Context: an optimization exercise on an open-source flow, tuned for a short achievable clock period and few clock cycles per item. The choices shown serve that exercise and are no tape-out recipe.
The RTL was checked by simulation tests, not by an equivalence proof against the original design.

==> inputs of job 229 <==
## s_curve_stepper_ramp_core
module s_curve_stepper_ramp_core #(
  parameter int RAMP_STEPS = 64
) (
  input  logic                   clk,
  input  logic                   rst_n,
  input  logic                   in_valid,
  output logic                   in_ready,
  input  logic [1:0]             in_command,
  input  logic [7:0]             in_table_index,
  input  logic [15:0]            in_table_value,
  input  logic signed [31:0]     in_steps,
  input  logic [15:0]            in_single_step_reload,
  output logic                   out_valid,
  input  logic                   out_ready,
  output logic [15:0]            out_reload,
  output logic [14:0]            out_compare,
  output logic                   out_direction,
  output logic                   out_timer_on,
  output logic                   out_moving,
  output logic [1:0]             out_phase,
  output logic signed [31:0]     out_position
);
==> flow/config.mk <==
export PLATFORM = sky130hd
export DESIGN_NAME = s_curve_stepper_ramp_core
export DESIGN_NICKNAME = s_curve_stepper_ramp_core
export VERILOG_FILES = /design/flow/design.v
export SDC_FILE = /design/flow/constraint.sdc
export NUM_CORES = 4
export LEC_CHECK = 0
export ABC_CLOCK_PERIOD_IN_PS = 3000
export CAP_MARGIN = 20
export CORE_MARGIN = 2
export CORE_UTILIZATION = 70
export CTS_CLUSTER_DIAMETER = 100
export CTS_CLUSTER_SIZE = 25
export SLEW_MARGIN = 20
export SYNTH_MEMORY_MAX_BITS = 8192
==> flow/constraint.sdc <==
create_clock -name core_clock -period 10.0 [get_ports {clk}]
set_input_delay 2.0000 -clock core_clock [delete_from_list [all_inputs] [get_ports {clk}]]
set_output_delay 2.0000 -clock core_clock [all_outputs]
set_load 0.01 [all_outputs]
standard.sh (not shown) runs the stock make flow with config.mk's settings and CLKGATE_MAP_FILE= SYNTH_SCRIPT=/design/flow/synth_recipe.tcl, a recipe that flattens the netlist after the stock synthesis.
==> flow/flow/run.sh <==
#!/bin/bash
# Standard synthesis and layout, with timing repair aimed well below the
# clock period (the SDC is the standard flow's, unchanged).
set -euo pipefail
MARGIN=${MARGIN:-7.1}
bash standard.sh synth > synth.log 2>&1
bash standard.sh SETUP_SLACK_MARGIN=$MARGIN finish > layout.log 2>&1
==> job 2769: changes against job 229 <==
--- a/flow/design.v
+++ b/flow/design.v
@@ -39,16 +39,16 @@
   localparam int          OF_D   = 4;
   localparam logic [3:0]  CR_LIM = 4'd5;    
   logic        in_ready_r;
   logic        acc;
   logic [3:0]  if_k [2];
   logic [31:0] if_a [2];
   logic [15:0] if_b [2];
+  logic        if_wp, if_rp;
   logic [1:0]  if_cnt, if_cnt_nxt;
-  logic        w0_in, w0_sh, w1_in;
   logic        if_pop;
   logic [3:0]  in_k;
   logic [31:0] in_a;
   logic [15:0] in_b;
   assign in_k = {in_command == C_LOAD, in_command == C_REL, in_command == C_ABS,
                  in_command == C_TICK};
   assign in_a = (in_command == C_LOAD) ?
@@ -59,63 +59,54 @@
   assign if_cnt_nxt = if_cnt + {1'b0, acc} - {1'b0, if_pop};
   logic        xv;
   logic        x_load, x_rel, x_abs, x_tick, x_move;
   logic [31:0] xa;
   logic [15:0] xb;
   logic        cons;
   logic        ok_r;
+  logic        xok;     
   logic [3:0]  if_k_head;
-  logic [31:0] if_a_head;
   assign x_move    = x_rel || x_abs;
-  assign cons      = xv && ok_r;
+  assign cons      = xok && ok_r;
   assign if_pop    = (if_cnt != 2'd0) && (!xv || cons);
-  assign if_k_head = if_k[0];
-  assign if_a_head = if_a[0];
-  assign w0_in = acc && ((if_cnt == 2'd0) || (if_cnt == 2'd1 && if_pop));
-  assign w0_sh = if_pop && (if_cnt == 2'd2);
-  assign w1_in = acc && ((if_cnt == 2'd1 && !if_pop) || (if_cnt == 2'd2 && if_pop));
+  assign if_k_head = if_k[if_rp];
   always_ff @(posedge clk) begin
-    if (!rst_n) begin
-      if_k[0] <= '0;
-      if_a[0] <= '0;
-      if_b[0] <= '0;
-    end else if (w0_in) begin
-      if_k[0] <= in_k;
-      if_a[0] <= in_a;
-      if_b[0] <= in_b;
-    end else if (w0_sh) begin
-      if_k[0] <= if_k[1];
-      if_a[0] <= if_a[1];
-      if_b[0] <= if_b[1];
-    end
-  end
-  always_ff @(posedge clk) begin
-    if (w1_in) begin
-      if_k[1] <= in_k;
-      if_a[1] <= in_a;
-      if_b[1] <= in_b;
+    if (acc) begin
+      if_k[if_wp] <= in_k;
+      if_a[if_wp] <= in_a;
+      if_b[if_wp] <= in_b;
     end
     if (if_pop) begin
-      xa <= if_a[0];
-      xb <= if_b[0];
+      xa <= if_a[if_rp];
+      xb <= if_b[if_rp];
     end
   end
   always_ff @(posedge clk) begin
     if (!rst_n) begin
       {x_load, x_rel, x_abs, x_tick} <= 4'd0;
+      xok <= 1'b0;
     end else if (if_pop) begin
       {x_load, x_rel, x_abs, x_tick} <= if_k_head;
+      xok <= if_k_head[3] || if_k_head[0];
+    end else if (cons) begin
+      xok <= 1'b0;
+    end else if (xv) begin
+      xok <= 1'b1;
     end
   end
   always_ff @(posedge clk) begin
     if (!rst_n) begin
+      if_wp      <= 1'b0;
+      if_rp      <= 1'b0;
       if_cnt     <= 2'd0;
       xv         <= 1'b0;
       in_ready_r <= 1'b1;
     end else begin
+      if (acc) if_wp <= !if_wp;
+      if (if_pop) if_rp <= !if_rp;
       if_cnt <= if_cnt_nxt;
       if (if_pop) xv <= 1'b1;
       else if (cons) xv <= 1'b0;
       in_ready_r <= acc ? (if_pop ? (if_cnt != 2'd2) : (if_cnt == 2'd0))
                         : (if_pop ? 1'b1 : (if_cnt != 2'd2));
     end
   end
@@ -149,68 +140,42 @@
       end
       t = tn;
     end
     all_below = t;
   endfunction
   logic [1:0]  ph;
   logic        dir, mov, ton;
-  logic [31:0] pos, pos_p1, pos_m1;    
+  logic [31:0] pos;
   logic [31:0] rem;
   logic [5:0]  n, np1, lm1;
   logic        sml;
   logic [31:0] trav_r, ntrav_r;
-  logic [31:0] t0_r, n0_r, tp_r, np_r, tm_r, nm_r;
-  logic [31:0] nr_r;
-  logic        sel_p, sel_m, sel_r;
-  logic        stepping;
   logic        hit_acc, r_is65, r_is1, r_ge65;
   logic [5:0]  rm1;
+  logic [31:0] pbase;
+  assign pbase = x_rel ? 32'd0 : pos;
   always_ff @(posedge clk) begin
-    if (!rst_n) begin
-      t0_r  <= '0;
-      n0_r  <= '0;
-      tp_r  <= '0;
-      np_r  <= '0;
-      tm_r  <= '0;
-      nm_r  <= '0;
-      nr_r  <= '0;
-      sel_p <= 1'b0;
-      sel_m <= 1'b0;
-      sel_r <= 1'b0;
-    end else if (if_pop) begin
-      t0_r  <= ks_add(if_a_head, ~pos, 1'b1);        
-      n0_r  <= ks_add(pos, ~if_a_head, 1'b1);        
-      nr_r  <= ks_add(32'd0, ~if_a_head, 1'b1);      
-      tp_r  <= ks_add(if_a_head, ~pos_p1, 1'b1);     
-      np_r  <= ks_add(pos_p1, ~if_a_head, 1'b1);     
-      tm_r  <= ks_add(if_a_head, ~pos_m1, 1'b1);     
-      nm_r  <= ks_add(pos_m1, ~if_a_head, 1'b1);     
-      sel_p <= stepping && !dir && if_k_head[1];
-      sel_m <= stepping && dir && if_k_head[1];
-      sel_r <= if_k_head[2];
-    end
+    trav_r  <= ks_add(xa, ~pbase, 1'b1);
+    ntrav_r <= ks_add(pbase, ~xa, 1'b1);
   end
-  assign trav_r  = sel_r ? xa : (sel_p ? tp_r : (sel_m ? tm_r : t0_r));
-  assign ntrav_r = sel_r ? nr_r : (sel_p ? np_r : (sel_m ? nm_r : n0_r));
   logic        sgn;
   logic [31:0] mag;
   logic        m0, m1, msml;
   logic [6:0]  mh;
   assign sgn  = trav_r[31];
   assign mag  = sgn ? ntrav_r : trav_r;
   assign m0   = (trav_r == 32'd0);
   assign m1   = (trav_r == 32'd1) || (ntrav_r == 32'd1);
   assign msml = (mag[31:8] == 24'd0) && !(mag[7] && (mag[6:0] != 7'd0));
   assign mh   = mag[7:1] - 7'd1;
-  logic [31:0] pos_st, pos_p2, pos_m2;
+  logic        stepping;
+  logic [31:0] pos_st;
   assign stepping = cons && x_tick && (ph != P_STOP);
   logic        rhz;
   assign pos_st   = pos ^ (dir ? all_below(~pos) : all_below(pos));
-  assign pos_p2   = pos ^ (all_below({pos[31:1], 1'b1}) & 32'hffff_fffe);
-  assign pos_m2   = pos ^ (all_below({~pos[31:1], 1'b1}) & 32'hffff_fffe);
   logic       rd_c, single_c;
   logic [5:0] ridx_c;
   logic [1:0] ph_c;
   always_comb begin
     rd_c     = 1'b0;
     single_c = 1'b0;
     ridx_c   = 6'd0;
@@ -258,16 +223,14 @@
   always_ff @(posedge clk) begin
     if (!rst_n) begin
       ph  <= P_STOP;
       dir <= 1'b0;
       mov <= 1'b0;
       ton <= 1'b0;
       pos <= 32'd0;
-      pos_p1 <= 32'd1;
-      pos_m1 <= 32'hffff_ffff;
       rem <= 32'd0;
       n   <= 6'd0;
       np1 <= 6'd1;
       lm1 <= 6'd0;
       sml <= 1'b0;
       hit_acc <= 1'b1;
       r_is65  <= 1'b0;
@@ -275,16 +238,14 @@
       r_ge65  <= 1'b0;
       rm1     <= 6'd63;
       rhz     <= 1'b1;
     end else begin
       if (cons) ph <= ph_c;
       if (stepping) begin
         pos <= pos_st;
-        pos_p1 <= dir ? pos : pos_p2;
-        pos_m1 <= dir ? pos_m2 : pos;
         rem <= rem ^ all_below(~rem);
         n   <= np1;
         np1 <= np1 + 6'd1;
         hit_acc <= (np1 == lm1);
         r_is65  <= rhz && (rem[6:0] == 7'd66);
         r_is1   <= rhz && (rem[6:0] == 7'd2);
         r_ge65  <= !rhz || (rem[6:0] >= 7'd66);
==> qor summary <==
item	job 2769	job 229
Number of flip-flops and latches	1901	2119
Met2 Wirelength	90.1 mm	137 mm
Outcome	timing/DRC/antenna clean	timing/DRC/antenna clean
Least-Margin Pin Slew	1.26 ns	1.25 ns
Maximum number of pins on one net before global-route repair	108	98
Post-placement worst setup slack	5.71 ns	5.24 ns
Met1 GRT Util	0.571	0.622
Sink of the worst hold path	d_b[0]$_DFF_P_	d_b[10]$_DFF_P_
Proportion of synthesized area in mux cells	0.0429	0.0387
Via count	45163	71203
NumNets Final	5083	8056
Number of unique standard cell types used by synthesis	82	95
Sequential standard cell area	0.0521 mm2	0.0562 mm2
Post-route insts no fill	6278	9507
Testbench counts of job 229, summed over its fixed seeds: cycles 44,301, items 44,261.
Testbench counts of job 2769, summed over its fixed seeds: cycles 44,413, items 44,261.

## re-timing with driven ports
The results above use ideal ports. As a check the final layouts listed here were re-extracted and re-timed, cells and wires unchanged.
Step 1 sets driving cells, clkbuf_16 on the clock port and buf_2 on the other inputs (assumed; they add their load-dependent delay and slew).
Step 2 adds t to the input delays and takes it off the output delays; t is the mean of the earliest and latest rising clock arrival at the registers after step 1. Input paths then give back, and output paths get back, about the clock's delay inside the block.
Three values: no drivers, after step 1, after step 2; two values: the first two.
run | t (ns) | slack for setup (ns) | worst setup path at the end
job 229 | 0.886 | 6.687 / 6.645 / 6.167 | input to register
job 2769 | 0.794 | 6.743 / 6.722 / 6.241 | input to register
After both steps every run listed still meets setup and hold. For job 229, which loses most, drivers alone change the setup slack by -0.042 ns; drivers and shift together by -0.520 ns.
